Source: an optimization exercise on an open RTL-to-GDS flow (aim: small area and a short achievable clock period). Production flows keep margins and buffers that such runs may drop. Function was checked by simulation only, so behaviour that the tests miss may differ from the original. No driver is modelled on the clock port, so clocking that relies on it looks cheaper here than on a real chip. No activity file was given, so power comes from the tool's default toggle rates.

## flow/design.v (module list and top-level ports; edited modules follow where they fit)
// module wm_fa: 10 lines
// module wm_ha: 9 lines
// module wallace_mult_24x24: 2343 lines
module wallace_mult_24x24 (
  input  logic        clk,
  input  logic        rst,
  input  logic        in_valid,
  input  logic [23:0] a,
  input  logic [23:0] b,
  output logic        out_valid,
  output logic [39:0] x,
  output logic [39:0] y,
  output logic [7:0]  z
);
  // ...
==> flow/flow/run.sh <==
#!/bin/bash
set -euo pipefail
K="BUFFER_PORTS_ARGS=-buffer_cell sky130_fd_sc_hd__buf_1"
bash standard.sh "$K" cts > make_cts.log 2>&1
export SKEW_DB=$PWD/orfs/results/$FLOW_PLATFORM/wallace_mult_24x24/base/4_cts.odb
export SKEW_LIB=$FLOW_HOME/platforms/$FLOW_PLATFORM/lib/sky130_fd_sc_hd__tt_025C_1v80.lib
export SKEW_RC=$FLOW_HOME/platforms/$FLOW_PLATFORM/setRC.tcl
export SKEW_SDC=$PWD/orfs/results/$FLOW_PLATFORM/wallace_mult_24x24/base/4_cts.sdc
read SKEW_D2 SKEW_D3 < flow/skew.txt
export SKEW_D2 SKEW_D3
openroad -no_init -exit flow/skew.tcl > skew.log 2>&1
bash standard.sh "$K" finish > make_finish.log 2>&1
==> flow/flow/skew.tcl <==
read_db $::env(SKEW_DB)
read_liberty $::env(SKEW_LIB)
read_sdc $::env(SKEW_SDC)
source $::env(SKEW_RC)
set_propagated_clock [all_clocks]
set db [ord::get_db]
set block [ord::get_db_block]
set sizes {sky130_fd_sc_hd__clkbuf_1 sky130_fd_sc_hd__clkbuf_2 sky130_fd_sc_hd__clkbuf_4 sky130_fd_sc_hd__clkbuf_8 sky130_fd_sc_hd__clkbuf_16}
set pre_master sky130_fd_sc_hd__clkbuf_1
set k 0

proc new_buf {master_name x y in_net} {
  global db block k
  set inst [odb::dbInst_create $block [$db findMaster $master_name] "skew_buf_$k"]
  set out [odb::dbNet_create $block "skew_net_$k"]
  $out setSigType CLOCK
  incr k
  [$inst findITerm A] connect $in_net
  [$inst findITerm X] connect $out
  $inst setLocation $x $y
  $inst setPlacementStatus PLACED
  return [list $inst $out]
}

# odb instance name -> STA clock pin of every register
set clkpin [dict create]
foreach p [get_pins -hierarchical */CLK] {
  dict set clkpin [[[sta::sta_to_db_pin $p] getInst] getName] $p
}
proc ckpin {inst} { return [dict get $::clkpin [$inst getName]] }

proc mean_arrival {insts} {
  set s 0.0; set n 0
  foreach inst $insts {
    set a [get_property [ckpin $inst] arrival_max_rise]
    set s [expr {$s + $a}]; incr n
  }
  return [expr {$s / $n}]
}

# leaf nets of the tree
set leaves {}
foreach net [$block getNets] {
  if {[$net getSigType] ne "CLOCK"} continue
  foreach it [$net getITerms] {
    if {[$it isOutputSignal] && [string match clkbuf_leaf_* [[$it getInst] getName]]} { lappend leaves $net }
  }
}

set groups {}
foreach net $leaves {
  foreach rank {r2 r3} {
    set sinks {}; set sx 0; set sy 0
    foreach it [$net getITerms] {
      set inst [$it getInst]
      if {[$it isOutputSignal]} continue
      if {[string match ${rank}_* [$inst getName]] && [[$it getMTerm] getName] eq "CLK"} {
        lappend sinks $it
        set loc [$inst getLocation]
        set sx [expr {$sx + [lindex $loc 0]}]; set sy [expr {$sy + [lindex $loc 1]}]
      }
    }
    set n [llength $sinks]
    if {$n == 0} continue
    set x [expr {int($sx / $n)}]; set y [expr {int($sy / $n)}]
    # smallest last buffer that keeps the clock-pin slew well inside the limit
    set si [expr {$n <= 3 ? 1 : ($n <= 8 ? 2 : ($n <= 16 ? 3 : 4))}]
    lassign [new_buf [lindex $sizes $si] $x $y $net] last out
    set insts {}
    foreach it $sinks { set inst [$it getInst]; lappend insts $inst; $it disconnect; $it connect $out }
    lappend groups [dict create rank $rank leaf $net insts $insts last $last si $si simin $si pre {} x $x y $y]
  }
}

set ref {}
foreach inst [$block getInsts] {
  set nm [$inst getName]
  if {[dict exists $clkpin $nm] && ![string match r2_* $nm] && ![string match r3_* $nm] && ![string match a2_* $nm] && ![string match *2_q* $nm]} { lappend ref $inst }
}
puts "reference registers (ranks 1 and 4): [llength $ref]"
for {set round 0} {$round < 10} {incr round} {
  estimate_parasitics -placement
  set base [mean_arrival $ref]
  set changed 0
  set ng {}
  foreach g $groups {
    set tgt [expr {$base + ([dict get $g rank] eq "r2" ? $::env(SKEW_D2) : $::env(SKEW_D3))}]
    set a [mean_arrival [dict get $g insts]]
    set gw 0
    foreach inst [dict get $g insts] {
      set sl [get_property [ckpin $inst] slew_max]
      if {$sl > $gw} { set gw $sl }
    }
    if {$gw > 0.105 && [dict get $g si] < 4} {
      # clock-pin slew first: a stronger last buffer, and never smaller again
      set si [expr {[dict get $g si] + 1}]
      [dict get $g last] swapMaster [$db findMaster [lindex $sizes $si]]
      dict set g si $si
      dict set g simin $si
      lappend ng $g
      set changed 1
      continue
    }
    set si [dict get $g si]
    set last [dict get $g last]
    if {$a < $tgt - 0.04} {
      if {$si > [dict get $g simin]} {
        incr si -1
        $last swapMaster [$db findMaster [lindex $sizes $si]]
      } elseif {[llength [dict get $g pre]] < 3} {
        # one more small buffer in front of the last one
        set in_it [$last findITerm A]
        set in_net [$in_it getNet]
        $in_it disconnect
        lassign [new_buf $::pre_master [dict get $g x] [dict get $g y] $in_net] p pout
        $in_it connect $pout
        dict lappend g pre $p
      }
      set changed 1
    } elseif {$a > $tgt + 0.04 && $si < 4} {
      incr si
      $last swapMaster [$db findMaster [lindex $sizes $si]]
      set changed 1
    }
    dict set g si $si
    lappend ng $g
  }
  set groups $ng
  if {!$changed} break
}
estimate_parasitics -placement
set base [mean_arrival $ref]
foreach g $groups {
  puts [format "group %s %-22s sinks %2d last %s pre %d  skew %.3f" [dict get $g rank] [[dict get $g leaf] getName] [llength [dict get $g insts]] [lindex $sizes [dict get $g si]] [llength [dict get $g pre]] [expr {[mean_arrival [dict get $g insts]] - $base}]]
}
puts "ranks 1 and 4 mean clock arrival $base"
set worst 0
foreach g $groups {
  set gw 0
  foreach inst [dict get $g insts] {
    set sl [get_property [ckpin $inst] slew_max]
    if {$sl > $worst} { set worst $sl }
    if {$sl > $gw} { set gw $sl }
  }
  puts "slew [dict get $g rank] [llength [dict get $g insts]] [lindex $sizes [dict get $g si]] $gw"
}
puts "worst skewed clock-pin slew $worst"
detailed_placement
check_placement -verbose
write_db $::env(SKEW_DB)
==> flow/flow/skew.txt <==
0.25 0.35
==> flow/standard.sh <==
#!/bin/bash
# synth_recipe.tcl (not shown) runs the flow's synth.tcl, then flattens the netlist and writes it again
# the make line also repeats each setting of config.mk as NAME=value (left out here)
make -C /OpenROAD-flow-scripts/flow DESIGN_CONFIG=/design/flow/config.mk WORK_HOME=/design/flow/orfs CLKGATE_MAP_FILE= SYNTH_SCRIPT=/design/flow/synth_recipe.tcl "${@:-finish}"
==> flow/config.mk <==
export PLATFORM = sky130hd
export DESIGN_NAME = wallace_mult_24x24
export DESIGN_NICKNAME = wallace_mult_24x24
export VERILOG_FILES = /design/flow/design.v
export SDC_FILE = /design/flow/constraint.sdc
export NUM_CORES = 4
export LEC_CHECK = 0
export CAP_MARGIN = 20
export CORE_MARGIN = 2
export CORE_UTILIZATION = 60
export CTS_CLUSTER_DIAMETER = 100
export CTS_CLUSTER_SIZE = 30
export SETUP_SLACK_MARGIN = 2.0
export SLEW_MARGIN = 20
export SYNTH_HIERARCHICAL = 1
export SYNTH_MINIMUM_KEEP_SIZE = 0
==> flow/constraint.sdc <==
create_clock -name core_clock -period 4.0 [get_ports {clk}]
set_input_delay 0.8000 -clock core_clock [delete_from_list [all_inputs] [get_ports {clk}]]
set_output_delay 0.8000 -clock core_clock [all_outputs]
set_load 0.01 [all_outputs]
==> results.ini, run 1 <==
[status]
status=finished clean

[timing]
timing.fmax_mhz=519
setup_tns_ns=0
period_minus_slack_ns=1.93

[floorplan]
start_util_pct=61.0

[yosys]
synth-edff-count=0
yosys.area_share.simple_pct=2.03
synth_mux_area_share_pct=0
ys_warn_count=7
synth_fa_ha_area_share_pct=26.4
ys_types=25
synth_top_family_by_area=adder cells
seq_area_frac_synth_pct=39.0

[critical_path]
timing.rr.end=r3_c27_1
cp_slowest_cell=fa_2
path_delay_family=adder cells
path_cells=fa_2 > fa_1 > fa_1
end_kind=flop
startpoint=r2_c27_1
cp.arrival_ns=2.65
rrSetupSlack_ns=2.07
reg2reg_depth=3

[drt]
wl_met2_mm=23.9
routed-via-count=13100
wire_per_inst_um=23.3

[cts]
numCtsBuffers=19
post-cts-setup-buffer-count=51
cts_buffer_depth=3
cts-root-buf=clkbuf_16
clk_pin_slew_ns=0.07
holdBufCountCts=0
ctsResizeCount=159

[power]
power-top-group=registers
p_int_mw=10.5

[place]
port_buffers=135
dpl.hpwl_mm=32.3
post_dp_cell_area_um2=21400

[finish]
register_area_um2=8610
finalNonFillerCells=2271
final_util_pct=66.9

[global_routing]
grt_pass1_vias=14300
grt_pass1_wl_mm=83.3
grt_usage_pct=28.8

==> run 2: changes to the inputs <==
--- a/flow/flow/skew.tcl
+++ b/flow/flow/skew.tcl
@@ -80,3 +80,3 @@
 puts "reference registers (ranks 1 and 4): [llength $ref]"
-for {set round 0} {$round < 10} {incr round} {
+for {set round 0} {$round < 14} {incr round} {
   estimate_parasitics -placement
@@ -106,6 +106,6 @@
     if {$a < $tgt - 0.04} {
-      if {$si > [dict get $g simin]} {
+      if {$si > [dict get $g simin] && ($tgt - $a < 0.1 || [llength [dict get $g pre]] >= 6)} {
         incr si -1
         $last swapMaster [$db findMaster [lindex $sizes $si]]
-      } elseif {[llength [dict get $g pre]] < 3} {
+      } elseif {[llength [dict get $g pre]] < 6} {
         # one more small buffer in front of the last one
--- a/flow/config.mk
+++ b/flow/config.mk
@@ -12,3 +12,3 @@
 export CTS_CLUSTER_SIZE = 30
-export SETUP_SLACK_MARGIN = 2.0
+export SETUP_SLACK_MARGIN = 2.15
 export SLEW_MARGIN = 20
==> run 2 against run 1 <==
Net effect: count of clock-buffer cells in the layout did not move; via count increased by 7.3%; synthesized cell count is the same; worst hold slack got worse by 0.044 ns; critical path type unchanged; non-clock buffer count increased by 62; first-iteration DRC count is 37% higher; routed wire length increased by 18%.
==> results.ini, run 2 <==
[status]
status=finished clean  ; unchanged

[cts]
clk_pin_slew_ns=0.07  ; about the same
holdBufCountCts=0  ; unchanged
numCtsBuffers=18  ; was 19
cts_tree=done  ; unchanged
clock_sinks=423  ; unchanged
cts-root-buf=clkbuf_16  ; unchanged
htree_levels=1  ; unchanged
clk_latency_ns=0.97  ; was 0.94 ns
cts_buffer_depth=3  ; unchanged

[finish]
final_util_pct=73.5  ; was 66.9%
finalNonFillerCells=2329  ; was 2271
largest_reg_flops=24  ; unchanged
diodes=0  ; was 1
top_register=a1_q  ; unchanged
final_common_cell=dfxtp_1  ; unchanged
design_area_um2=26100  ; was 23800 µm²
nNetsFinal=2217  ; was 2156
mostFrequentLayoutCells=371 x dfxtp_1, 261 x xnor2_1, 188 x fa_1  ; was 386 x dfxtp_1, 301 x xnor2_1, 256 x fa_1
synthToLayoutAreaGrowth_pct=20.3  ; was 9.59%
drive_gt1_share_pct=30.0  ; was 13.9%

[run]
maxCapViolCount=0  ; unchanged

[yosys]
synthXorXnorAreaFrac_pct=12.8  ; unchanged
ys_ff_latch=423  ; unchanged
syn_avg_cell_area_um2=12.8  ; unchanged
synth_mux_area_share_pct=0  ; unchanged
synth_top_cell_by_area=dfxtp_1  ; unchanged
netlist_top_cells_count=423 x dfxtp_1, 303 x xnor2_1, 264 x fa_1  ; unchanged
synth.area.top_cells=dfxtp_1 39%, fa_1 24%, xnor2_1 12%, a22oi_1 8.9%, buf_4 4.2%  ; unchanged
synth_compound_area_share_pct=10.3  ; unchanged
synth-edff-count=0  ; unchanged
async_reset_ff_share_pct=0  ; unchanged
post-synth-top-count-cell=dfxtp_1  ; unchanged
ys_types=25  ; unchanged
synth_fa_ha_area_share_pct=26.4  ; unchanged
yosys.area_share.simple_pct=2.03  ; unchanged
synthCells=1692  ; unchanged
synth_ff_type=dfxtp_1  ; unchanged
seq_area_frac_synth_pct=39.0  ; unchanged
ys_warn_count=7  ; unchanged
synth_top_family_by_area=adder cells  ; unchanged
synth_area_um2=21700  ; unchanged
yosysTopAreaCellShare_pct=39.0  ; unchanged

[worst_hold_path]
hold_path_class=reg2reg  ; unchanged

[critical_path]
worstPathMaxFanout=1  ; unchanged
cp_slowest_cell=fa_2  ; unchanged
cp.arrival_ns=2.81  ; was 2.65 ns
crit_buf_inv=0  ; unchanged
critPathMostFrequentCell=fa_2  ; was fa_1
path_delay_family=adder cells  ; unchanged
crit_path_max_incr_delay_ns=0.61  ; was 0.59 ns
path_class=reg2reg  ; unchanged
end_kind=flop  ; unchanged
start_kind=flop  ; unchanged
path_cells=fa_2 > fa_1 > fa_2  ; was fa_2 > fa_1 > fa_1
worstPathRequired_ns=4.83  ; was 4.72 ns

[floorplan]
rows=69  ; unchanged
die_w_um=194  ; unchanged
num_io_pins=140  ; unchanged
die-area_um2=37700  ; unchanged
die_h_um=194  ; unchanged
start_util_pct=61.0  ; unchanged
core_area_um2=35600  ; unchanged

[timing]
period_minus_slack_ns=1.98  ; was 1.93 ns
setup_tns_ns=0  ; unchanged
finalHoldViolCount=0  ; unchanged
finalClockSkew_ns=0.465  ; was 0.445 ns
setup_violations=0  ; unchanged
fin_ws_ns=2.02  ; was 2.07 ns
timing.fmax_mhz=506  ; was 519 MHz
fin_crit_sh_pct=49.4  ; was 48.2%
grt_setup_unrepaired=yes  ; was no
whs_ns=0.113  ; was 0.157 ns
finalMaxSlewViolations=0  ; unchanged

[drt]
drc=0  ; unchanged
routed-via-count=14100  ; was 13.1k
routed_wirelength_mm=62.3  ; was 53.0 mm
ant_nets=0  ; unchanged
drt_iter0_drc=1531  ; was 1119
wire_per_inst_um=26.7  ; was 23.3 µm
via_per_inst=6.06  ; was 5.79
firstDrtPassIters=6  ; was 7

[place]
port_buffers=135  ; unchanged
dp.cells=2099  ; was 2109
dpl.hpwl_mm=32.3  ; about the same
dp_slack_ns=1.39  ; was 1.33 ns
post_dp_cell_area_um2=21700  ; was 21400 µm²
place.gp.congestion=0.834  ; was 0.839

[power]
ir_drop_mv=0.557  ; was 0.549 mV
p_leak_nw=9.92  ; was 9.08 nW
powerDensity_nw_per_um2=636  ; was 679 nW/µm²
power_mw=16.6  ; was 16.2 mW

[global_routing]
grt_usage_pct=33.4  ; was 28.8%
grt_pass1_vias=15300  ; was 14.3k
grt_pass1_wl_mm=93.9  ; was 83.3 mm
grt_max_degree=28  ; was 34
grt_antenna_before_repair=1  ; was 0
overflow=0  ; unchanged

run 2: cell types whose count changed in the layout (fill, tap and decap cells not counted), sizes merged:
cell,change
bufbuf,+2
clkbuf,-2
diode,-1
clkinv,-1
clkinvlp,+1
buf,+62
bufinv,-1
inv,-2
run 2: final cells by class:
cell class	count	area, µm²
fill	2372	9440
clock inverter	3	32.5
sequential	423	8650
buffer	79	554
multi-input combinational	993	12300
inverter	32	120
timing repair buffer	319	3390
clock buffer	19	475
tap	461	577
run 2: repair_timing:
item	in CTS	in global routing
cloned	19	1
resized for setup	378	6
pin swaps	124	9
setup buffers	102	7
setup endpoints to repair	201	7
run 2: kinds of logic after synthesis:
logic type / count (synthesis)
AOI/OAI and AO/OA: 288
and+or+nand+nor: 84
other: 1
DFF: 423
xor gates and xnor gates: 317
buffers and inverters: 279
adders and majority gates: 300
run 2: power by group:
group	internal, mW	total, mW	switching, mW
clock	1.66	3.33	1.66
combinational	3.01	6.35	3.34
sequential	6.12	6.96	0.834
total	10.8	16.6	5.84
run 2: worst paths after layout:
kind	start	end	slack, ns	depth (start not counted)
setup reg to reg	r2_c27_0	r3_c27_1	2.02	3
setup / recovery	r2_c27_0	r3_c27_1	2.02	3
hold reg to reg	r2_c7_1	r3_c7_1	0.11	0
hold / removal	r2_c7_1	r3_c7_1	0.11	0
run 2: Yosys stat by module (local to each module, per instance):
module	flops+latches	copies in the design	area (µm²)
wallace_mult_24x24	423	1	16100
wm_fa	0	264	20.0
wm_ha	0	23	12.5
run 2: metal layers:
| layer | global-route usage [%] | routed length [µm] | vias to the layer above |
|---|---|---|---|
| li1 | - | - | 5804 |
| met1 | 45.0 | 24400 | 7143 |
| met2 | 50.7 | 27500 | 936 |
| met3 | 9.74 | 7450 | 221 |
| met4 | 14.2 | 2880 | 0 |
| met5 | 0 | 0 | - |
run 2: worst reg2reg max path, cell delays in order (launching register included):
cell and delay [ns]:
dfxtp_2 0.34, fa_2 0.61, fa_1 0.46, fa_2 0.54
==> run 3: changes to the inputs <==
==> flow/flow/skew.txt (replaced) <==
0.35 0.55
--- a/flow/config.mk
+++ b/flow/config.mk
@@ -12,3 +12,3 @@
 export CTS_CLUSTER_SIZE = 30
-export SETUP_SLACK_MARGIN = 2.15
+export SETUP_SLACK_MARGIN = 2.0
 export SLEW_MARGIN = 20
==> run 3 against run 2 <==
Net effect: maximum frequency rose by 7.5%; combinational power fell by 9.6%; die area did not move; clock skew rose by 0.29 ns; synthesized cell count did not move; routed wire length fell by 14%; total power fell by 0.31%; highest routed layer unchanged; global-route usage fell by 4.2 points; non-clock buffer count fell by 6; still clean on timing, DRC and antenna; critical path depth rose by 1.
==> results.ini, run 3 <==
[finish]
top_register=a1_q  ; unchanged
largest_reg_flops=24  ; unchanged
synthToLayoutAreaGrowth_pct=10.5  ; was 20.3%
design_area_um2=24000  ; was 26100 µm²
diodes=0  ; unchanged
nNetsFinal=2212  ; was 2217
mostFrequentLayoutCells=386 x dfxtp_1, 301 x xnor2_1, 256 x fa_1  ; was 371 x dfxtp_1, 261 x xnor2_1, 188 x fa_1
drive_gt1_share_pct=13.5  ; was 30.0%
final_util_pct=67.4  ; was 73.5%
finalNonFillerCells=2326  ; was 2329
final_common_cell=dfxtp_1  ; unchanged

[floorplan]
die_h_um=194  ; unchanged
die-area_um2=37700  ; unchanged
num_io_pins=140  ; unchanged
rows=69  ; unchanged
die_w_um=194  ; unchanged
core_area_um2=35600  ; unchanged
start_util_pct=61.0  ; unchanged

[yosys]
synthCells=1692  ; unchanged
netlist_top_cells_count=423 x dfxtp_1, 303 x xnor2_1, 264 x fa_1  ; unchanged
synth.area.top_cells=dfxtp_1 39%, fa_1 24%, xnor2_1 12%, a22oi_1 8.9%, buf_4 4.2%  ; unchanged
ys_types=25  ; unchanged
synth_ff_type=dfxtp_1  ; unchanged
ys_warn_count=7  ; unchanged
yosysTopAreaCellShare_pct=39.0  ; unchanged
synth-edff-count=0  ; unchanged
synth_area_um2=21700  ; unchanged
synth_top_cell_by_area=dfxtp_1  ; unchanged
post-synth-top-count-cell=dfxtp_1  ; unchanged
async_reset_ff_share_pct=0  ; unchanged
seq_area_frac_synth_pct=39.0  ; unchanged
ys_ff_latch=423  ; unchanged
syn_avg_cell_area_um2=12.8  ; unchanged

[drt]
ant_nets=0  ; unchanged
firstDrtPassIters=6  ; unchanged
routed-via-count=13300  ; was 14.1k
routed_wirelength_mm=53.6  ; was 62.3 mm
wire_per_inst_um=23.1  ; was 26.7 µm
via_per_inst=5.72  ; was 6.06
drc=0  ; unchanged
drt_iter0_drc=1240  ; was 1531

[timing]
grt_setup_unrepaired=no  ; was yes
setup_tns_ns=0  ; unchanged
finalClockSkew_ns=0.756  ; was 0.465 ns
fin_ws_ns=2.16  ; was 2.02 ns
finalMaxSlewViolations=0  ; unchanged
timing.fmax_mhz=543  ; was 506 MHz
finalHoldViolCount=0  ; unchanged
whs_ns=0.104  ; was 0.113 ns
fin_crit_sh_pct=46.0  ; was 49.4%
setup_violations=0  ; unchanged
period_minus_slack_ns=1.84  ; was 1.98 ns

[global_routing]
grt_antenna_before_repair=0  ; was 1
grt_usage_pct=29.2  ; was 33.4%
overflow=0  ; unchanged
grt_pass1_wl_mm=84.3  ; was 93.9 mm
grt_pass1_vias=14900  ; was 15.3k
grt_max_degree=34  ; was 28

[worst_hold_path]
worstHoldStart=r2_c7_0  ; was r2_c7_1
hold_path_class=reg2reg  ; unchanged

[place]
port_buffers=135  ; unchanged
dpl.hpwl_mm=32.3  ; about the same
dp.cells=2109  ; was 2099
place.gp.congestion=0.839  ; was 0.834
post_dp_cell_area_um2=21400  ; was 21700 µm²
dp_slack_ns=1.33  ; was 1.39 ns

[critical_path]
start_kind=flop  ; unchanged
crit_path_max_incr_delay_ns=0.56  ; was 0.61 ns
path_delay_family=adder cells  ; unchanged
crit_buf_inv=0  ; unchanged
timing.rr.end=r2_c29_3  ; was r3_c27_1
critPathMostFrequentCell=fa_1  ; was fa_2
worstPathRequired_ns=4.73  ; was 4.83 ns
worstPathMaxFanout=22  ; was 1
cp.arrival_ns=2.57  ; was 2.81 ns
cp_slowest_cell=dfxtp_4  ; was fa_2
path_class=reg2reg  ; unchanged
worstSetupEndpoint=r2_c29_3  ; was r3_c27_1
rrSetupSlack_ns=2.16  ; was 2.02 ns
path_cells=a22oi_1 > xnor2_1 > fa_1 > fa_1  ; was fa_2 > fa_1 > fa_2
worst-path-stages=4  ; was 3
reg2reg_depth=4  ; was 3
end_kind=flop  ; unchanged
startpoint=a1_q[19]  ; was r2_c27_0
rr_startpoint=a1_q[19]  ; was r2_c27_0

[cts]
holdBufCountCts=0  ; unchanged
htree_levels=1  ; unchanged
clk_latency_ns=1.25  ; was 0.97 ns
clock_sinks=423  ; unchanged
numCtsBuffers=19  ; was 18
cts-root-buf=clkbuf_16  ; unchanged
clk_pin_slew_ns=0.08  ; was 0.07 ns
cts_buffer_depth=3  ; unchanged
cts_tree=done  ; unchanged

[power]
power_mw=16.6  ; about the same
ir_drop_mv=0.556  ; was 0.557 mV
p_leak_nw=9.14  ; was 9.92 nW
powerDensity_nw_per_um2=691  ; was 636 nW/µm²

[status]
status=finished clean  ; unchanged

[run]
maxCapViolCount=0  ; unchanged

run 3: routing by layer:
metal | GRT usage (%) | vias up | wire [µm] | part of all wire [%]
met2 | 43.5 | 732 | 24100 | 45
met1 | 40.5 | 6656 | 21900 | 41
met4 | 13.3 | 0 | 2030 | 3.8
met3 | 7.06 | 137 | 5590 | 10
li1 | - | 5774 | - | -
met5 | 0 | - | 0 | 0
run 3: worst min path at each step:
stage / endpoint / cells past startpoint
after floorplan: r3_c0_0 / 0
after CTS: a1_q[22] / 1
after global routing: r3_c7_1 / 0
after global placement: r4_c38_0 / 0
after detailed placement: r3_c3_0 / 0
final: r3_c7_0 / 0
run 3: cells by family (layout without fill, tap and decap cells):
logic type	Yosys count	count (layout)	share of synthesized area, %
adder cells (fa/ha/maj)	300	300	26.4
other	1	4	0.0173
buffers and inverters	279	449	9.45
flip-flops	423	423	39.0
XOR/XNOR	317	317	12.8
AO/OA/AOI/OAI	288	288	10.3
AND/OR/NAND/NOR	84	84	2.03
run 3: what timing repair did:
| item | in CTS | in global routing |
|---|---|---|
| gates resized for setup | 159 | 0 |
| setup endpoints to repair | 178 | 0 |
| buffers inserted | 51 | 0 |
run 3: area by class of cell:
type | count | area [µm²]
buffer | 138 | 758
clock buffer | 19 | 475
clock inverter | 6 | 103
fill | 2713 | 11600
inverter | 32 | 120
multi-input combinational | 993 | 11300
sequential | 423 | 8610
tap | 461 | 577
timing repair buffer | 254 | 2060
run 3: modules after synthesis, one instance, submodules excluded:
module / flops+latches / cells inside / area, µm²
wallace_mult_24x24: 423 / 1405 / 16100
wm_fa: 0 / 1 / 20.0
wm_ha: 0 / 1 / 12.5
run 3: power breakdown:
| group | switching (mW) | internal (mW) |
|---|---|---|
| Combinational | 3.06 | 2.68 |
| Sequential | 0.878 | 6.12 |
| Clock | 1.88 | 1.96 |
==> run 4: changes to the inputs <==
--- a/flow/config.mk
+++ b/flow/config.mk
@@ -12,3 +12,3 @@
 export CTS_CLUSTER_SIZE = 30
-export SETUP_SLACK_MARGIN = 2.0
+export SETUP_SLACK_MARGIN = 2.12
 export SLEW_MARGIN = 20
==> run 4 against run 3 <==
Net effect: the layout now fails its checks (negative hold slack); flip-flop and latch count stayed put; first-iteration DRC count increased by 18%; global-route usage rose by 4.5 points; sequential power fell by 0.6%; maximum frequency up 0.54%; critical path type unchanged; largest cell class unchanged.
==> results.ini, run 4 <==
[power]
seq_power_share_pct=41.4  ; was 42.2%
p_clk_share_pct=21.7  ; was 23.2%
share_comb_of_total_power_pct=36.9  ; was 34.6%
p_int_mw=10.9  ; was 10.8 mW
sw_frac_of_total_pct=35.4  ; was 35.1%
powerDensity_nw_per_um2=648  ; was 691 nW/µm²
ir_drop_mv=0.545  ; was 0.556 mV
netSwitchingPower_mw=5.95  ; was 5.82 mW
p_leak_nw=9.80  ; was 9.14 nW

[global_routing]
overflow=0  ; unchanged
grt_pass1_vias=15800  ; was 14.9k
grt_max_degree=28  ; was 34
grt_usage_pct=33.6  ; was 29.2%
grt_antenna_before_repair=0  ; unchanged
grt_pass1_wl_mm=94.6  ; was 84.3 mm

[yosys]
ys_types=25  ; unchanged
synth-edff-count=0  ; unchanged
yosysTopAreaCellShare_pct=39.0  ; unchanged
ys_ff_latch=423  ; unchanged
synth_area_um2=21700  ; unchanged
seq_area_frac_synth_pct=39.0  ; unchanged
netlist_top_cells_count=423 x dfxtp_1, 303 x xnor2_1, 264 x fa_1  ; unchanged
ys_warn_count=7  ; unchanged
syn_avg_cell_area_um2=12.8  ; unchanged
post-synth-top-count-cell=dfxtp_1  ; unchanged
synthCells=1692  ; unchanged
synth_top_cell_by_area=dfxtp_1  ; unchanged
async_reset_ff_share_pct=0  ; unchanged
synth_ff_type=dfxtp_1  ; unchanged
synth.area.top_cells=dfxtp_1 39%, fa_1 24%, xnor2_1 12%, a22oi_1 8.9%, buf_4 4.2%  ; unchanged

[timing]
fin_ws_ns=2.17  ; was 2.16 ns
finalClockSkew_ns=0.724  ; was 0.756 ns
timing.fmax_mhz=546  ; was 543 MHz
finalHoldViolCount=1  ; was 0
whs_ns=-0.00462  ; was 0.104 ns
fin_crit_sh_pct=45.8  ; was 46.0%
setup_violations=0  ; unchanged
setup_tns_ns=0  ; unchanged
period_minus_slack_ns=1.83  ; was 1.84 ns
grt_setup_unrepaired=yes  ; was no
finalMaxSlewViolations=0  ; unchanged

[critical_path]
rr_startpoint=r2_c27_1  ; was a1_q[19]
worstPathRequired_ns=4.98  ; was 4.73 ns
reg2reg_depth=3  ; was 4
path_class=reg2reg  ; unchanged
cp.arrival_ns=2.81  ; was 2.57 ns
rrSetupSlack_ns=2.17  ; was 2.16 ns
start_kind=flop  ; unchanged
end_kind=flop  ; unchanged
timing.rr.end=r3_c27_1  ; was r2_c29_3
worstPathMaxFanout=1  ; was 22

[floorplan]
rows=69  ; unchanged
die_h_um=194  ; unchanged
die_w_um=194  ; unchanged
start_util_pct=61.0  ; unchanged
core_area_um2=35600  ; unchanged
num_io_pins=140  ; unchanged
die-area_um2=37700  ; unchanged

[cts]
htree_levels=1  ; unchanged
cts-root-buf=clkbuf_16  ; unchanged
clk_pin_slew_ns=0.11  ; was 0.08 ns
cts_tree=done  ; unchanged
holdBufCountCts=0  ; unchanged
clk_latency_ns=1.22  ; was 1.25 ns
clock_sinks=423  ; unchanged
cts_buffer_depth=3  ; unchanged
numCtsBuffers=18  ; was 19

[drt]
via_per_inst=5.97  ; was 5.72
drc=0  ; unchanged
routed_wirelength_mm=61.8  ; was 53.6 mm
firstDrtPassIters=5  ; was 6
drt_iter0_drc=1466  ; was 1240
wire_per_inst_um=26.1  ; was 23.1 µm
routed-via-count=14200  ; was 13.3k
ant_nets=0  ; unchanged

[finish]
diodes=0  ; unchanged
top_register=a1_q  ; unchanged
nFillCells=2385  ; was 2713
mostFrequentLayoutCells=373 x dfxtp_1, 281 x xnor2_1, 224 x fa_1  ; was 386 x dfxtp_1, 301 x xnor2_1, 256 x fa_1
largest_reg_flops=24  ; unchanged
nNetsFinal=2259  ; was 2212
final_common_cell=dfxtp_1  ; unchanged
synthToLayoutAreaGrowth_pct=19.4  ; was 10.5%
drive_gt1_share_pct=25.2  ; was 13.5%

[place]
port_buffers=135  ; unchanged
dpl.hpwl_mm=32.2  ; was 32.3 mm
place.gp.congestion=0.813  ; was 0.839
dp_slack_ns=1.35  ; was 1.33 ns

[worst_hold_path]
hold_end=r3_c7_1  ; was r3_c7_0
min_path_cells=0  ; unchanged
worstHoldStart=r2_c7_1  ; was r2_c7_0
hold_path_class=reg2reg  ; unchanged

[status]
so.violations=negative hold slack
status=failed layout checks  ; was finished clean

[run]
maxCapViolCount=0  ; unchanged

==> run 4: cell counts after synthesis <==
Identical to the previous run, type by type.
==> run 4: timing repair <==
action	4_1_cts	5_1_grt
setup buffers	101	0
pin swaps	123	0
hold endpoints to repair	0	0
endpoints found under the setup margin	180	5
gates cloned	17	0
gates resized for setup	308	4
==> run 4: power by group through the flow <==
stage	Sequential, mW	Combinational, mW	Clock [mW]
final	6.96	6.20	3.64
after global routing	7.15	7.12	3.98
after CTS	6.96	6.23	2.26
after detailed placement	7.19	5.53	0
after global placement	7.15	5.43	0
after floorplan	6.81	4.38	0
==> run 4: through the flow <==
| stage | power (mW) | area (µm²) | utilization [%] | instances | hold WS [ns] |
|---|---|---|---|---|---|
| after CTS | 15.5 | 25200 | 70.8 | 2240 | 0.312 |
| after global placement | 12.6 | 21700 | 60.9 | 2099 | 0.311 |
| after floorplan | 11.2 | 22300 | - | 1695 | 0.310 |
| after detailed placement | 12.7 | 21700 | 60.9 | 2099 | 0.312 |
| final | 16.8 | 25900 | 72.9 | 2372 | -0.00462 |
| after global routing | 18.2 | 25900 | 72.9 | 2372 | 0.0119 |
==> run 4: worst max-delay path by stage <==
stage | start | to | slack, ns | cells past startpoint
after floorplan | a1_q[10] | r2_c29_4 | 2.09 | 6
after global placement | one1_q[7] | r2_c27_5 | 1.39 | 5
after detailed placement | one1_q[7] | r2_c27_5 | 1.35 | 5
after CTS | a1_q[18] | r2_c33_3 | 1.98 | 5
after global routing | r3_c7_0 | r4_c8_1 | 2.11 | 4
final | r2_c27_1 | r3_c27_1 | 2.17 | 3
==> run 4: kinds of logic after synthesis <==
family                     share of synthesized area (%)
AOI/OAI and AO/OA                                   10.3
xor gates and xnor gates                            12.8
adders and majority gates                           26.4
buffers and inverters                               9.45
DFF                                                 39.0
other                                             0.0173
and+or+nand+nor                                     2.03
==> run 4: cell type report <==
type / instances / area (µm²) / area share, %
multi-input combinational: 993 / 12100 / 46.6
sequential: 423 / 8650 / 33.4
timing repair buffer: 308 / 3250 / 12.5
buffer: 132 / 716 / 2.76
tap: 461 / 577 / 2.22
clock buffer: 20 / 489 / 1.89
inverter: 32 / 120 / 0.463
clock inverter: 3 / 30.0 / 0.116
==> run 4: metal layers <==
metal	vias up	global-route usage (%)	wire (µm)
met5	-	0	0
met4	0	17.1	3160
met3	226	8.54	6670
met2	915	50.6	27400
met1	7114	45.3	24600
li1	5896	-	-
==> run 4: per-module statistics from Yosys, one instance, submodules excluded <==
module,flops+latches,cell area [µm²],copies in the design
wm_fa,0,20.0,264
wallace_mult_24x24,423,16100,1
wm_ha,0,12.5,23
==> run 4: critical path, stage by stage (launching register included) <==
cell     delay [ns]
dfxtp_1        0.40
fa_2           0.49
fa_1           0.54
fa_1           0.42
==> run 5: changes to the inputs <==
--- a/flow/flow/run.sh
+++ b/flow/flow/run.sh
@@ -3,3 +3,4 @@
 K="BUFFER_PORTS_ARGS=-buffer_cell sky130_fd_sc_hd__buf_1"
-bash standard.sh "$K" cts > make_cts.log 2>&1
+EM="SETUP_SLACK_MARGIN=$(cat flow/early_margin.txt)"
+bash standard.sh "$K" "$EM" cts > make_cts.log 2>&1
 export SKEW_DB=$PWD/orfs/results/$FLOW_PLATFORM/wallace_mult_24x24/base/4_cts.odb
@@ -8,2 +9,3 @@
 export SKEW_SDC=$PWD/orfs/results/$FLOW_PLATFORM/wallace_mult_24x24/base/4_cts.sdc
+export SKEW_FLATTEN=$(cat flow/flatten.txt)
 read SKEW_D2 SKEW_D3 < flow/skew.txt
==> flow/flow/early_margin.txt (new file) <==
1.8
==> flow/flow/flatten.txt (new file) <==
1
==> flow/flow/skew.txt (replaced) <==
0.4 0.55
--- a/flow/config.mk
+++ b/flow/config.mk
@@ -12,3 +12,4 @@
 export CTS_CLUSTER_SIZE = 30
-export SETUP_SLACK_MARGIN = 2.12
+export HOLD_SLACK_MARGIN = 0.05
+export SETUP_SLACK_MARGIN = 2.1
 export SLEW_MARGIN = 20
==> run 5 against run 4 <==
Net effect: now clean on timing, DRC and antenna; maximum frequency grew 0.37%; final cell count shrank 3.8%; worst hold slack gained 0.11 ns; critical endpoint is now x[37]; setup slack gained 0.0068 ns.
==> results.ini, run 5 <==
[status]
status=finished clean  ; was failed layout checks

[yosys]
synth-edff-count=0  ; unchanged
seq_area_frac_synth_pct=39.0  ; unchanged
synth_compound_area_share_pct=10.3  ; unchanged
async_reset_ff_share_pct=0  ; unchanged
post-synth-top-count-cell=dfxtp_1  ; unchanged
synth_area_um2=21700  ; unchanged
synthXorXnorAreaFrac_pct=12.8  ; unchanged
synth.area.top_cells=dfxtp_1 39%, fa_1 24%, xnor2_1 12%, a22oi_1 8.9%, buf_4 4.2%  ; unchanged
ys_types=25  ; unchanged
synth_ff_type=dfxtp_1  ; unchanged
syn_avg_cell_area_um2=12.8  ; unchanged
yosysTopAreaCellShare_pct=39.0  ; unchanged
synth_fa_ha_area_share_pct=26.4  ; unchanged
synthCells=1692  ; unchanged
synth_top_family_by_area=adder cells  ; unchanged
ys_ff_latch=423  ; unchanged
netlist_top_cells_count=423 x dfxtp_1, 303 x xnor2_1, 264 x fa_1  ; unchanged
ys_warn_count=7  ; unchanged
yosys.area_share.simple_pct=2.03  ; unchanged
synth_mux_area_share_pct=0  ; unchanged
synth_top_cell_by_area=dfxtp_1  ; unchanged

[floorplan]
rows=69  ; unchanged
die_h_um=194  ; unchanged
die-area_um2=37700  ; unchanged
core_area_um2=35600  ; unchanged
num_io_pins=140  ; unchanged
die_w_um=194  ; unchanged
start_util_pct=61.0  ; unchanged

[finish]
synthToLayoutAreaGrowth_pct=5.45  ; was 19.4%
design_area_um2=22900  ; was 25900 µm²
drive_gt1_share_pct=9.66  ; was 25.2%
largest_reg_flops=24  ; unchanged
final_common_cell=dfxtp_1  ; unchanged
nFillCells=2836  ; was 2385
diodes=0  ; unchanged
mostFrequentLayoutCells=388 x dfxtp_1, 303 x xnor2_1, 264 x fa_1  ; was 373 x dfxtp_1, 281 x xnor2_1, 224 x fa_1
finalNonFillerCells=2283  ; was 2372
nNetsFinal=2171  ; was 2259
top_register=a1_q  ; unchanged

[cts]
htree_levels=1  ; unchanged
cts-root-buf=clkbuf_16  ; unchanged
clk_latency_ns=1.18  ; was 1.22 ns
cts_buffer_depth=3  ; unchanged
clk_pin_slew_ns=0.09  ; was 0.11 ns
clock_sinks=423  ; unchanged
numCtsBuffers=19  ; was 18
cts_tree=done  ; unchanged

[drt]
routed-via-count=12900  ; was 14.2k
firstDrtPassIters=5  ; unchanged
ant_nets=0  ; unchanged
via_per_inst=5.66  ; was 5.97
wire_per_inst_um=22.3  ; was 26.1 µm
drt_iter0_drc=1143  ; was 1466
routed_wirelength_mm=50.9  ; was 61.8 mm
drc=0  ; unchanged

[power]
ir_drop_mv=0.599  ; was 0.545 mV
p_leak_nw=8.65  ; was 9.80 nW
power_mw=16.3  ; was 16.8 mW
powerDensity_nw_per_um2=712  ; was 648 nW/µm²

[place]
port_buffers=135  ; unchanged
place.gp.congestion=0.849  ; was 0.813
dp.cells=2110  ; was 2099
dpl.hpwl_mm=32.3  ; was 32.2 mm
post_dp_cell_area_um2=21400  ; was 21700 µm²

[global_routing]
grt_pass1_vias=14500  ; was 15.8k
overflow=0  ; unchanged
grt_antenna_before_repair=0  ; unchanged
grt_max_degree=34  ; was 28
grt_pass1_wl_mm=80.2  ; was 94.6 mm
grt_usage_pct=27.6  ; was 33.6%

[critical_path]
worstPathMaxFanout=1  ; unchanged
worstPathRequired_ns=3.20  ; was 4.98 ns
rrSetupSlack_ns=2.19  ; was 2.17 ns
path_delay_family=flip-flops  ; was adder cells
crit_path_max_incr_delay_ns=0.33  ; was 0.54 ns
path_class=reg2out  ; was reg2reg
crit_buf_inv=1  ; was 0
cp_slowest_cell=dfxtp_1  ; was fa_1
end_kind=primary output  ; was flop
path_cells=buf_1  ; was fa_2 > fa_1 > fa_1
start_kind=flop  ; unchanged
cp.arrival_ns=1.02  ; was 2.81 ns

[timing]
tightest_slew_ns=0.585
timing.fmax_mhz=548  ; was 546 MHz
fin_crit_sh_pct=45.6  ; was 45.8%
finalMaxSlewViolations=0  ; unchanged
finalClockSkew_ns=0.688  ; was 0.724 ns
finalHoldViolCount=0  ; was 1
setup_tns_ns=0  ; unchanged
setup_violations=0  ; unchanged
grt_setup_unrepaired=no  ; was yes
slew_headroom_pct=61.0
period_minus_slack_ns=1.82  ; was 1.83 ns

[worst_hold_path]
hold_path_class=reg2reg  ; unchanged

[run]
maxCapViolCount=0  ; unchanged

==> run 5: changes by cell type in the layout (fill, tap and decap cells not counted), moves of 22 or more <==
cell / delta
a22oi_1: +117
a22oi_2: -117
buf_12: -66
dfxtp_4: -23
fa_1: +40
fa_2: -40
xnor2_1: +22
xnor2_2: -22
==> run 5: cell type report <==
type | instances | area [µm²] | share of cell area (%)
buffer | 149 | 783 | 3.42
clock buffer | 19 | 475 | 2.08
clock inverter | 4 | 67.6 | 0.295
inverter | 32 | 120 | 0.525
multi-input combinational | 993 | 11200 | 49.0
sequential | 423 | 8580 | 37.5
tap | 461 | 577 | 2.52
timing repair buffer | 202 | 1070 | 4.66
==> run 5: kinds of logic (layout without fill, tap and decap cells) <==
group	Yosys count	after routing
xor+xnor	317	317
compound gates	288	288
flops	423	423
other cells	1	4
buf+inv	279	406
fa+ha+maj	300	300
simple gates	84	84
==> run 5: layer usage <==
layer | GRT usage, % | routed length (µm) | up-vias
met3 | 5.43 | 4250 | 103
met2 | 43.6 | 23600 | 605
met4 | 10.3 | 1380 | 0
met5 | 0 | 0 | -
li1 | - | - | 5688
met1 | 38.0 | 21700 | 6515
==> run 5: per-stage QoR <==
| stage | util (%) | setup WS [ns] | hold slack (ns) |
|---|---|---|---|
| floorplan | - | 1.97 | 0.310 |
| global placement | 60.2 | 1.28 | 0.311 |
| detailed placement | 60.2 | 1.31 | 0.312 |
| CTS | 62.1 | 1.79 | 0.307 |
| global route | 64.4 | 2.10 | 0.132 |
| finish | 64.4 | 2.18 | 0.106 |
==> run 5: report_power, final <==
part           switching, mW  total, mW  internal, mW
Sequential             0.929       7.05          6.13
Clock                   1.89       3.80          1.91
Combinational           2.93       5.46          2.54
==> run 5: path summary, 6_finish.rpt <==
check,startpoint,endpoint,cells past startpoint
worst max-delay path,r4_c45_0,x[37],1
worst min-delay path,r2_c1_0,r3_c1_0,0
worst max register to register,one1_q[1],r2_c7_1,5
worst min register to register,r2_c1_0,r3_c1_0,0
==> run 5: per-module statistics from Yosys, one instance, submodules excluded <==
module / cells inside / cell area (µm²)
wallace_mult_24x24: 1405 / 16100
wm_fa: 1 / 20.0
wm_ha: 1 / 12.5
==> run 5: timing repair <==
action	4_1_cts	5_1_grt
hold endpoints to repair	0	1
setup buffers	0	0
resized for setup	63	4
hold buffers	0	1
setup endpoints to repair	145	2
pin swaps	0	1
==> run 6: changes to the inputs <==
==> flow/flow/early_margin.txt (replaced) <==
1.5
--- a/flow/config.mk
+++ b/flow/config.mk
@@ -13,3 +13,3 @@
 export HOLD_SLACK_MARGIN = 0.05
-export SETUP_SLACK_MARGIN = 2.1
+export SETUP_SLACK_MARGIN = 2.2
 export SLEW_MARGIN = 20
==> run 6 against run 5 <==
Net effect: final cell count stayed put; cell area is 0.63% higher; clock skew is 0.016 ns lower; die area stayed put; synthesized cell count stayed put; global-route usage hardly changed; via count is 0.12% higher; sequential power hardly changed; setup slack better by 0.027 ns.
==> results.ini, run 6 <==
[drt]
firstDrtPassIters=6  ; was 5
wire_per_inst_um=22.3  ; about the same
via_per_inst=5.66  ; about the same
drt_iter0_drc=1040  ; was 1143
routed_wirelength_mm=51.0  ; was 50.9 mm
ant_nets=0  ; unchanged
routed-via-count=12900  ; about the same
drc=0  ; unchanged

[place]
port_buffers=135  ; unchanged
dpl.hpwl_mm=32.3  ; unchanged
post_dp_cell_area_um2=21400  ; unchanged
dp.cells=2110  ; unchanged
dp_slack_ns=1.31  ; unchanged
place.gp.congestion=0.849  ; unchanged

[timing]
finalHoldViolCount=0  ; unchanged
timing.fmax_mhz=557  ; was 548 MHz
fin_ws_ns=2.20  ; was 2.18 ns
finalClockSkew_ns=0.672  ; was 0.688 ns
setup_tns_ns=0  ; unchanged
slew_headroom_pct=61.2  ; was 61.0%
finalMaxSlewViolations=0  ; unchanged
setup_violations=0  ; unchanged
period_minus_slack_ns=1.80  ; was 1.82 ns
grt_setup_unrepaired=yes  ; was no
fin_crit_sh_pct=44.9  ; was 45.6%
tightest_slew_ns=0.582  ; was 0.585 ns

[floorplan]
die-area_um2=37700  ; unchanged
die_w_um=194  ; unchanged
num_io_pins=140  ; unchanged
die_h_um=194  ; unchanged
start_util_pct=61.0  ; unchanged
core_area_um2=35600  ; unchanged
rows=69  ; unchanged

[worst_hold_path]
hold_path_class=reg2reg  ; unchanged

[global_routing]
grt_antenna_before_repair=0  ; unchanged
grt_usage_pct=27.6  ; about the same
grt_max_degree=34  ; unchanged
grt_pass1_vias=14500  ; about the same
grt_pass1_wl_mm=80.2  ; about the same
overflow=0  ; unchanged

[yosys]
synth_area_um2=21700  ; unchanged
synth.area.top_cells=dfxtp_1 39%, fa_1 24%, xnor2_1 12%, a22oi_1 8.9%, buf_4 4.2%  ; unchanged
synth-edff-count=0  ; unchanged
post-synth-top-count-cell=dfxtp_1  ; unchanged
ys_types=25  ; unchanged
async_reset_ff_share_pct=0  ; unchanged
synth_ff_type=dfxtp_1  ; unchanged
ys_ff_latch=423  ; unchanged
synth_top_cell_by_area=dfxtp_1  ; unchanged
yosysTopAreaCellShare_pct=39.0  ; unchanged
syn_avg_cell_area_um2=12.8  ; unchanged
netlist_top_cells_count=423 x dfxtp_1, 303 x xnor2_1, 264 x fa_1  ; unchanged
synthCells=1692  ; unchanged
seq_area_frac_synth_pct=39.0  ; unchanged
ys_warn_count=7  ; unchanged

[run]
maxCapViolCount=0  ; unchanged

[critical_path]
startpoint=one1_q[9]  ; was r4_c45_0
rr_startpoint=one1_q[9]  ; was one1_q[1]
path_class=reg2reg  ; was reg2out
cp.arrival_ns=2.64  ; was 1.02 ns
start_kind=flop  ; unchanged
worstPathMaxFanout=15  ; was 1
timing.rr.end=r2_c24_4  ; was r2_c7_1
reg2reg_depth=5  ; unchanged
worstPathRequired_ns=4.84  ; was 3.20 ns
end_kind=flop  ; was primary output
rrSetupSlack_ns=2.20  ; was 2.19 ns
worstSetupEndpoint=r2_c24_4  ; was x[37]

[cts]
clk_pin_slew_ns=0.09  ; about the same
cts_tree=done  ; unchanged
numCtsBuffers=19  ; unchanged
clk_latency_ns=1.17  ; was 1.18 ns
cts-root-buf=clkbuf_16  ; unchanged
clock_sinks=423  ; unchanged
post-cts-setup-buffer-count=0  ; unchanged
htree_levels=1  ; unchanged
cts_buffer_depth=3  ; unchanged

[power]
powerDensity_nw_per_um2=711  ; was 712 nW/µm²
ir_drop_mv=0.608  ; was 0.599 mV
p_leak_nw=8.79  ; was 8.65 nW

[finish]
diodes=0  ; unchanged
drive_gt1_share_pct=12.3  ; was 9.66%
mostFrequentLayoutCells=383 x dfxtp_1, 303 x xnor2_1, 264 x fa_1  ; was 388 x dfxtp_1, 303 x xnor2_1, 264 x fa_1
largest_reg_flops=24  ; unchanged
final_common_cell=dfxtp_1  ; unchanged
nFillCells=2815  ; was 2836
synthToLayoutAreaGrowth_pct=6.11  ; was 5.45%
nNetsFinal=2171  ; unchanged
design_area_um2=23000  ; was 22900 µm²
finalNonFillerCells=2283  ; unchanged
top_register=a1_q  ; unchanged

[status]
status=finished clean  ; unchanged

## run 6: cell types whose count changed in the layout (fill, tap and decap cells not counted), sizes merged
cell,delta
buf,-34
clkbuf,+34
## run 6: area by class of cell
cell class / count / area, µm² / area share [%]
multi-input cells: 993 / 11200 / 48.8
well taps: 461 / 577 / 2.50
plain buffers: 149 / 783 / 3.40
inverters: 32 / 120 / 0.521
flip-flops and latches: 423 / 8590 / 37.3
clock buffers: 19 / 475 / 2.06
clock inverters: 4 / 67.6 / 0.293
repair buffers: 202 / 1180 / 5.11
## run 6: through the flow
step / hold slack [ns] / power, mW / utilization, %
global route: 0.121 / 17.8 / 64.8
detailed placement: 0.312 / 12.6 / 60.2
floorplan: 0.310 / 11.1 / -
global placement: 0.311 / 12.5 / 60.2
finish: 0.0953 / 16.4 / 64.8
CTS: 0.307 / 15.0 / 61.8
## run 6: how the worst min path moves through the flow
stage,start,endpoint,cells after the start
after floorplan,r2_c0_0,r3_c0_0,0
after global placement,r3_c39_0,r4_c39_0,0
after detailed placement,r3_c11_2,r4_c11_0,0
after CTS,a[17],a1_q[17],1
after global routing,neg1_q[0],r2_c0_0,1
final,r2_c1_0,r3_c1_0,0
## run 6: report_power, final
part           switching, mW  leakage (nW)  internal [mW]  total (mW)
logic                   2.92          4.62           2.60        5.53
clock network           1.89         0.593           1.91        3.80
registers              0.935          3.58           6.13        7.06
total                   5.75          8.79           10.6        16.4
## run 6: per-module statistics from Yosys, one instance, submodules excluded
module | flops+latches | copies in the design | cell area (µm²) | cells inside
wm_ha | 0 | 23 | 12.5 | 1
wallace_mult_24x24 | 423 | 1 | 16100 | 1405
wm_fa | 0 | 264 | 20.0 | 1
## run 6: timing repair
item,CTS,global route
pin swaps,0,3
endpoints found under the hold margin,0,1
hold buffers,0,1
gates resized for setup,21,118
setup endpoints to repair,89,163
## run 6: cell families after synthesis
family / count (synthesis) / share of synthesized area, %
flops: 423 / 39.0
xor+xnor: 317 / 12.8
fa+ha+maj: 300 / 26.4
compound gates: 288 / 10.3
buf+inv: 279 / 9.45
simple gates: 84 / 2.03
other cells: 1 / 0.0173
## run 6: per-layer routing
layer	GRT usage [%]	share of wire (%)	up-vias
li1	-	-	5689
met1	37.9	43	6539
met2	43.9	47	597
met3	5.41	8.3	102
met4	9.79	2.6	0
met5	0	0	-
## run 6: worst max-delay path, stage by stage, from the launching register on
cell     delay (ns)
dfxtp_4        0.49
buf_4          0.25
a22oi_1        0.10
xnor2_1        0.25
fa_1           0.48
fa_1           0.52
==> run 7: changes to the inputs <==
==> flow/flow/early_margin.txt (replaced) <==
1.8
--- a/flow/config.mk
+++ b/flow/config.mk
@@ -9,3 +9,3 @@
 export CORE_MARGIN = 2
-export CORE_UTILIZATION = 60
+export CORE_UTILIZATION = 70
 export CTS_CLUSTER_DIAMETER = 100
==> run 7 against run 6 <==
Net effect: non-clock buffer count is 5 lower; maximum frequency is 0.69% lower; sequential share of layout area is 0.27 points higher; clock skew is 0.020 ns higher; synthesized area stayed put; sequential power is 0.6% higher; global-route usage is 4.0 points higher; combinational power hardly changed; final cell count is 3.0% lower; still clean on timing, DRC and antenna; first-iteration DRC count is 22% higher; setup slack worse by 0.012 ns; flip-flop and latch count stayed put.
==> results.ini, run 7 <==
[finish]
nNetsFinal=2165  ; was 2171
final_common_cell=dfxtp_1  ; unchanged
nFillCells=2074  ; was 2815
largest_reg_flops=24  ; unchanged
final_util_pct=74.9  ; was 64.8%
drive_gt1_share_pct=12.1  ; was 12.3%
synthToLayoutAreaGrowth_pct=5.54  ; was 6.11%
finalNonFillerCells=2214  ; was 2283
mostFrequentLayoutCells=377 x dfxtp_1, 303 x xnor2_1, 262 x fa_1  ; was 383 x dfxtp_1, 303 x xnor2_1, 264 x fa_1
diodes=0  ; unchanged
top_register=a1_q  ; unchanged

[global_routing]
grt_pass1_vias=14900  ; was 14.5k
grt_usage_pct=31.6  ; was 27.6%
overflow=0  ; unchanged
grt_antenna_before_repair=1  ; was 0
grt_pass1_wl_mm=80.0  ; was 80.2 mm
grt_max_degree=38  ; was 34

[power]
powerDensity_nw_per_um2=714  ; was 711 nW/µm²
p_leak_nw=8.74  ; was 8.79 nW
p_clk_share_pct=23.0  ; was 23.2%
netSwitchingPower_mw=5.72  ; was 5.75 mW
seq_power_share_pct=43.4  ; was 43.1%
ir_drop_mv=0.503  ; was 0.608 mV
p_int_mw=10.7  ; was 10.6 mW
sw_frac_of_total_pct=34.9  ; was 35.1%
share_comb_of_total_power_pct=33.6  ; was 33.7%

[yosys]
async_reset_ff_share_pct=0  ; unchanged
synth_area_um2=21700  ; unchanged
ys_types=25  ; unchanged
synth_ff_type=dfxtp_1  ; unchanged
synth_top_cell_by_area=dfxtp_1  ; unchanged
synth-edff-count=0  ; unchanged
ys_warn_count=7  ; unchanged
syn_avg_cell_area_um2=12.8  ; unchanged
post-synth-top-count-cell=dfxtp_1  ; unchanged
synthCells=1692  ; unchanged
netlist_top_cells_count=423 x dfxtp_1, 303 x xnor2_1, 264 x fa_1  ; unchanged
seq_area_frac_synth_pct=39.0  ; unchanged
ys_ff_latch=423  ; unchanged
yosysTopAreaCellShare_pct=39.0  ; unchanged
synth.area.top_cells=dfxtp_1 39%, fa_1 24%, xnor2_1 12%, a22oi_1 8.9%, buf_4 4.2%  ; unchanged

[cts]
numCtsBuffers=18  ; was 19
post-cts-setup-buffer-count=0  ; unchanged
cts_buffer_depth=3  ; unchanged
cts-root-buf=clkbuf_16  ; unchanged
clk_latency_ns=1.18  ; was 1.17 ns
cts_tree=done  ; unchanged
htree_levels=1  ; unchanged
clock_sinks=423  ; unchanged
clk_pin_slew_ns=0.09  ; about the same

[timing]
period_minus_slack_ns=1.81  ; was 1.80 ns
finalHoldViolCount=0  ; unchanged
timing.fmax_mhz=553  ; was 557 MHz
slew_headroom_pct=59.5  ; was 61.2%
fin_ws_ns=2.19  ; was 2.20 ns
setup_tns_ns=0  ; unchanged
finalClockSkew_ns=0.692  ; was 0.672 ns
finalMaxSlewViolations=0  ; unchanged
grt_setup_unrepaired=yes  ; unchanged
fin_crit_sh_pct=45.2  ; was 44.9%
whs_ns=0.0992  ; was 0.0953 ns
setup_violations=0  ; unchanged
tightest_slew_ns=0.608  ; was 0.582 ns

[place]
dp_slack_ns=1.30  ; was 1.31 ns
dp.cells=2044  ; was 2110
port_buffers=135  ; unchanged
place.gp.congestion=0.881  ; was 0.849
dpl.hpwl_mm=30.9  ; was 32.3 mm

[floorplan]
start_util_pct=71.0  ; was 61.0%
core_area_um2=30600  ; was 35600 µm²
die_h_um=180  ; was 194 µm
rows=64  ; was 69
die-area_um2=32400  ; was 37700 µm²
die_w_um=180  ; was 194 µm
num_io_pins=140  ; unchanged

[critical_path]
path_cells=fa_2 > fa_1 > fa_1  ; was buf_4 > a22oi_1 > xnor2_1 > fa_1 > fa_1
worstPathMaxFanout=1  ; was 15
cp_slowest_cell=fa_2  ; was fa_1
start_kind=flop  ; unchanged
crit_path_max_incr_delay_ns=0.62  ; was 0.52 ns
path_class=reg2reg  ; unchanged
worstPathRequired_ns=5.01  ; was 4.84 ns
crit_buf_inv=0  ; was 1
critPathMostFrequentCell=fa_1  ; unchanged
end_kind=flop  ; unchanged
cp.arrival_ns=2.82  ; was 2.64 ns
path_delay_family=adder cells  ; unchanged

[status]
status=finished clean  ; unchanged

[drt]
ant_nets=0  ; unchanged
routed-via-count=13100  ; was 12.9k
via_per_inst=5.94  ; was 5.66
wire_per_inst_um=22.7  ; was 22.3 µm
drt_iter0_drc=1267  ; was 1040
firstDrtPassIters=6  ; unchanged
drc=0  ; unchanged
routed_wirelength_mm=50.2  ; was 51.0 mm

[run]
maxCapViolCount=0  ; unchanged

[worst_hold_path]
hold_path_class=reg2reg  ; unchanged

run 7: cell count changes in the layout (fill, tap and decap cells not counted), moves of 3 or more:
cell / previous run / this run
dfxtp_2: 11 / 14
dfxtp_4: 29 / 32
buf_1: 95 / 104
clkbuf_2: 36 / 28
clkbuf_4: 13 / 9
dfxtp_1: 383 / 377
run 7: worst paths after layout:
| kind | from | depth (start not counted) | to | slack [ns] |
|---|---|---|---|---|
| setup / recovery | r2_c27_2 | 3 | r3_c27_1 | 2.19 |
| hold reg to reg | r2_c7_1 | 0 | r3_c7_1 | 0.1 |
| hold / removal | r2_c7_1 | 0 | r3_c7_1 | 0.1 |
| setup reg to reg | r2_c27_2 | 3 | r3_c27_1 | 2.19 |
run 7: cells by family (layout without fill, tap and decap cells):
logic type / Yosys count / count (layout) / synth area share [%]
xor+xnor: 317 / 317 / 12.8
flops: 423 / 423 / 39.0
buf+inv: 279 / 402 / 9.45
simple gates: 84 / 84 / 2.03
other cells: 1 / 4 / 0.0173
compound gates: 288 / 288 / 10.3
fa+ha+maj: 300 / 300 / 26.4
run 7: metrics by stage:
stage / power, mW / instance area [µm²]
finish: 16.4 / 22900
global route: 17.8 / 22900
CTS: 14.8 / 21900
detailed placement: 12.6 / 21300
global placement: 12.3 / 21300
floorplan: 11.1 / 21700
run 7: worst reg2reg max path, cell delays in order, from the launching register on:
cell and delay (ns):
dfxtp_2 0.33, fa_2 0.62, fa_1 0.46, fa_1 0.45
run 7: final cells by class:
type / instances / area [µm²] / share of cell area (%)
clock buffer: 19 / 475 / 2.07
clock inverter: 5 / 37.5 / 0.164
inverter: 32 / 120 / 0.524
multi-input combinational: 993 / 11200 / 49.1
buffer: 146 / 801 / 3.49
timing repair buffer: 200 / 1130 / 4.95
sequential: 423 / 8610 / 37.6
tap: 396 / 495 / 2.16
run 7: what timing repair did:
item	in CTS	in global routing
pin swaps	0	5
gates resized for setup	61	77
hold buffers	0	0
setup endpoints to repair	153	53
run 7: power by group through the flow:
stage	Combinational [mW]	Clock, mW	Sequential (mW)
2_1_floorplan	4.30	0	6.80
3_3_place_gp	5.23	0	7.11
3_5_place_dp	5.40	0	7.17
4_1_cts	5.49	2.23	7.08
5_1_grt	6.36	4.11	7.27
6_report	5.50	3.77	7.10
run 7: layer usage:
layer,up-vias,GRT usage [%],wire [µm]
li1,5678,-,-
met1,6523,41.9,19800
met2,795,49.5,23500
met3,151,8.69,5300
met4,2,13.2,1590
met5,-,0,11
run 7: Yosys stat by module (local to each module, per instance):
module	cells	flip-flops and latches	cell area, µm²
wm_ha	1	0	12.5
wallace_mult_24x24	1405	423	16100
wm_fa	1	0	20.0
==> run 8: changes to the inputs <==
--- a/flow/config.mk
+++ b/flow/config.mk
@@ -9,5 +9,5 @@
 export CORE_MARGIN = 2
-export CORE_UTILIZATION = 70
-export CTS_CLUSTER_DIAMETER = 100
-export CTS_CLUSTER_SIZE = 30
+export CORE_UTILIZATION = 60
+export CTS_CLUSTER_DIAMETER = 150
+export CTS_CLUSTER_SIZE = 50
 export HOLD_SLACK_MARGIN = 0.05
==> run 8 against run 7 <==
Net effect: still clean; flip-flop and latch count unchanged; cell area decreased by 1.5%; sequential power decreased by 0.7%; clock skew decreased by 0.044 ns; total power decreased by 5.2%; routed wire length decreased by 0.58%; combinational power about the same; highest routed layer is now met4.
==> results.ini, run 8 <==
[floorplan]
start_util_pct=61.0  ; was 71.0%
die_w_um=194  ; was 180 µm
core_area_um2=35600  ; was 30600 µm²
die_h_um=194  ; was 180 µm
die-area_um2=37700  ; was 32400 µm²
num_io_pins=140  ; unchanged
rows=69  ; was 64

[yosys]
seq_area_frac_synth_pct=39.0  ; unchanged
synth.area.top_cells=dfxtp_1 39%, fa_1 24%, xnor2_1 12%, a22oi_1 8.9%, buf_4 4.2%  ; unchanged
synth-edff-count=0  ; unchanged
ys_types=25  ; unchanged
synth_top_cell_by_area=dfxtp_1  ; unchanged
synth_ff_type=dfxtp_1  ; unchanged
synthCells=1692  ; unchanged
ys_ff_latch=423  ; unchanged
yosysTopAreaCellShare_pct=39.0  ; unchanged
netlist_top_cells_count=423 x dfxtp_1, 303 x xnor2_1, 264 x fa_1  ; unchanged
syn_avg_cell_area_um2=12.8  ; unchanged
async_reset_ff_share_pct=0  ; unchanged
ys_warn_count=7  ; unchanged
synth_area_um2=21700  ; unchanged
post-synth-top-count-cell=dfxtp_1  ; unchanged

[timing]
slew_headroom_pct=61.4  ; was 59.5%
setup_tns_ns=0  ; unchanged
finalMaxSlewViolations=0  ; unchanged
finalClockSkew_ns=0.649  ; was 0.692 ns
period_minus_slack_ns=1.86  ; was 1.81 ns
setup_violations=0  ; unchanged
grt_setup_unrepaired=yes  ; unchanged
fin_ws_ns=2.14  ; was 2.19 ns
whs_ns=0.119  ; was 0.0992 ns
finalHoldViolCount=0  ; unchanged
tightest_slew_ns=0.579  ; was 0.608 ns
fin_crit_sh_pct=46.5  ; was 45.2%
timing.fmax_mhz=538  ; was 553 MHz

[drt]
wire_per_inst_um=22.6  ; was 22.7 µm
routed_wirelength_mm=49.9  ; was 50.2 mm
via_per_inst=5.68  ; was 5.94
drc=0  ; unchanged
ant_nets=0  ; unchanged
routed-via-count=12500  ; was 13.1k
firstDrtPassIters=6  ; unchanged
drt_iter0_drc=1197  ; was 1267

[power]
p_leak_nw=8.54  ; was 8.74 nW
power_mw=15.5  ; was 16.4 mW
powerDensity_nw_per_um2=688  ; was 714 nW/µm²
ir_drop_mv=0.476  ; was 0.503 mV

[global_routing]
overflow=0  ; unchanged
grt_util_met3_pct=4.89  ; was 8.69%
grtUsageMet1_pct=38.3  ; was 41.9%
use_met2_pct=43.0  ; was 49.5%
grt_pass1_vias=13900  ; was 14.9k
grt_usage_pct=27.1  ; was 31.6%
grt_antenna_before_repair=0  ; was 1
grt_max_degree=35  ; was 38
grt_pass1_wl_mm=78.7  ; was 80.0 mm
busiest_layer=met2  ; unchanged

[finish]
nNetsFinal=2095  ; was 2165
drive_gt1_share_pct=10.7  ; was 12.1%
top_register=a1_q  ; unchanged
final_common_cell=dfxtp_1  ; unchanged
synthToLayoutAreaGrowth_pct=3.92  ; was 5.54%
mostFrequentLayoutCells=384 x dfxtp_1, 303 x xnor2_1, 263 x fa_1  ; was 377 x dfxtp_1, 303 x xnor2_1, 262 x fa_1
largest_reg_flops=24  ; unchanged
final_util_pct=63.4  ; was 74.9%
diodes=0  ; unchanged

[cts]
htree_levels=1  ; unchanged
holdBufCountCts=0  ; unchanged
clk_latency_ns=1.12  ; was 1.18 ns
cts_buffer_depth=3  ; unchanged
cts-root-buf=clkbuf_16  ; unchanged
clk_pin_slew_ns=0.09  ; about the same
post-cts-setup-buffer-count=0  ; unchanged
cts_tree=done  ; unchanged
clock_sinks=423  ; unchanged
numCtsBuffers=12  ; was 18

[place]
place.gp.congestion=0.849  ; was 0.881
port_buffers=135  ; unchanged
dpl.hpwl_mm=32.3  ; was 30.9 mm
dp_slack_ns=1.31  ; was 1.30 ns

[critical_path]
worstPathRequired_ns=4.97  ; was 5.01 ns
end_kind=flop  ; unchanged
worstPathMaxFanout=1  ; unchanged
cp.arrival_ns=2.83  ; was 2.82 ns
rrSetupSlack_ns=2.14  ; was 2.19 ns
start_kind=flop  ; unchanged
path_class=reg2reg  ; unchanged

[run]
maxCapViolCount=0  ; unchanged

[status]
status=finished clean  ; unchanged

[worst_hold_path]
hold_path_class=reg2reg  ; unchanged

[run 8: cell counts after synthesis]
No cell type changed its count.
[run 8: per-layer routing]
metal	part of all wire, %	vias up	wire (µm)
met2	46	546	23200
met1	43	6381	21400
met5	0	-	0
met4	2.4	0	1180
met3	8.2	90	4100
li1	-	5526	-
[run 8: area by class of cell]
type	instances	area, µm²
Fill cell	2853	13000
Multi-Input combinational cell	993	11300
Sequential cell	423	8590
Timing Repair Buffer	201	1110
Tap cell	461	577
Buffer	81	547
Clock buffer	13	325
Inverter	32	120
Clock inverter	3	31.3
[run 8: through the flow]
stage | area, µm² | cells
detailed placement | 21400 | 2110
floorplan | 21700 | 1695
CTS | 21900 | 2126
finish | 22600 | 2207
global placement | 21400 | 2110
global route | 22600 | 2207
[run 8: critical path: stages, from the launching register on]
cell	delay [ns]
dfxtp_1	0.32
fa_1	0.51
fa_2	0.62
fa_1	0.41
[run 8: power breakdown]
group / switching [mW] / internal [mW] / total [mW] / leakage [nW]
combinational: 2.92 / 2.57 / 5.49 / 4.55
sequential: 0.926 / 6.12 / 7.05 / 3.58
clock: 1.59 / 1.39 / 2.98 / 0.411
total: 5.43 / 10.1 / 15.5 / 8.54
[run 8: timing repair]
action,CTS,global route
pin swaps,0,3
cloned,0,0
resized for setup,55,54
setup endpoints to repair,141,65
[run 8: per-module statistics from Yosys (local to each module, per instance)]
| module | flip-flops and latches | times used |
|---|---|---|
| wallace_mult_24x24 | 423 | 1 |
| wm_fa | 0 | 264 |
| wm_ha | 0 | 23 |
[run 8: logic make-up (layout without fill, tap and decap cells)]
| kind of cell | count (synthesis) | after routing | share of synthesized area [%] |
|---|---|---|---|
| compound gates | 288 | 288 | 10.3 |
| flops | 423 | 423 | 39.0 |
| other cells | 1 | 4 | 0.0173 |
| xor+xnor | 317 | 317 | 12.8 |
| buf+inv | 279 | 330 | 9.45 |
| simple gates | 84 | 84 | 2.03 |
| fa+ha+maj | 300 | 300 | 26.4 |
[run 8: worst paths after layout]
path                                from  endpoint  cells after the start
worst max-delay path            r2_c27_2  r3_c28_2                      3
worst min-delay path             r2_c7_0   r3_c7_0                      0
worst max register to register  r2_c27_2  r3_c28_2                      3
worst min register to register   r2_c7_0   r3_c7_0                      0

static timing again, ports no longer ideal:
The results above use ideal ports. As a check the final layouts listed here were re-extracted and re-timed, cells and wires unchanged. Step 1 assumes that a clkbuf_16 drives the clock port and a buf_2 every other input. Step 2, shift: input delay + t, output delay - t, t = (earliest + latest rising clock arrival at the registers) / 2. This alone moves slack from input paths to output paths. Three values: no drivers, after step 1, after step 2; two values: the first two.
run | shift t [ns] | slack for setup (ns) | hold slack, ns | clock arrival spread, ns | worst register clock-pin slew, ns
run 1 | 0.773 | 2.072 / 2.072 / 2.072 | 0.157 / 0.157 / 0.157 | 0.472 / 0.472 | 0.10 / 0.10
run 2 | 0.784 | 2.023 / 2.023 / 2.023 | 0.113 / 0.113 / 0.113 | 0.477 / 0.477 | 0.10 / 0.10
run 3 | 0.924 | 2.160 / 2.109 / 2.160 | 0.104 / 0.104 / 0.104 | 0.767 / 0.766 | 0.10 / 0.10
run 4 | 0.911 | 2.170 / 2.127 / 2.170 | -0.005 / -0.005 / -0.005 | 0.724 / 0.724 | 0.11 / 0.11
run 5 | 0.888 | 2.177 / 2.122 / 2.193 | 0.106 / 0.106 / 0.106 | 0.695 / 0.694 | 0.10 / 0.10
run 6 | 0.883 | 2.203 / 2.163 / 2.203 | 0.095 / 0.095 / 0.095 | 0.677 / 0.678 | 0.10 / 0.10
run 7 | 0.891 | 2.191 / 2.165 / 2.191 | 0.099 / 0.099 / 0.099 | 0.697 / 0.697 | 0.10 / 0.10
run 8 | 0.848 | 2.142 / 2.142 / 2.142 | 0.119 / 0.119 / 0.119 | 0.659 / 0.658 | 0.12 / 0.12
In every run listed the clock reaches the registers at very different times; t lies between them, and the last value is a rough guide only.
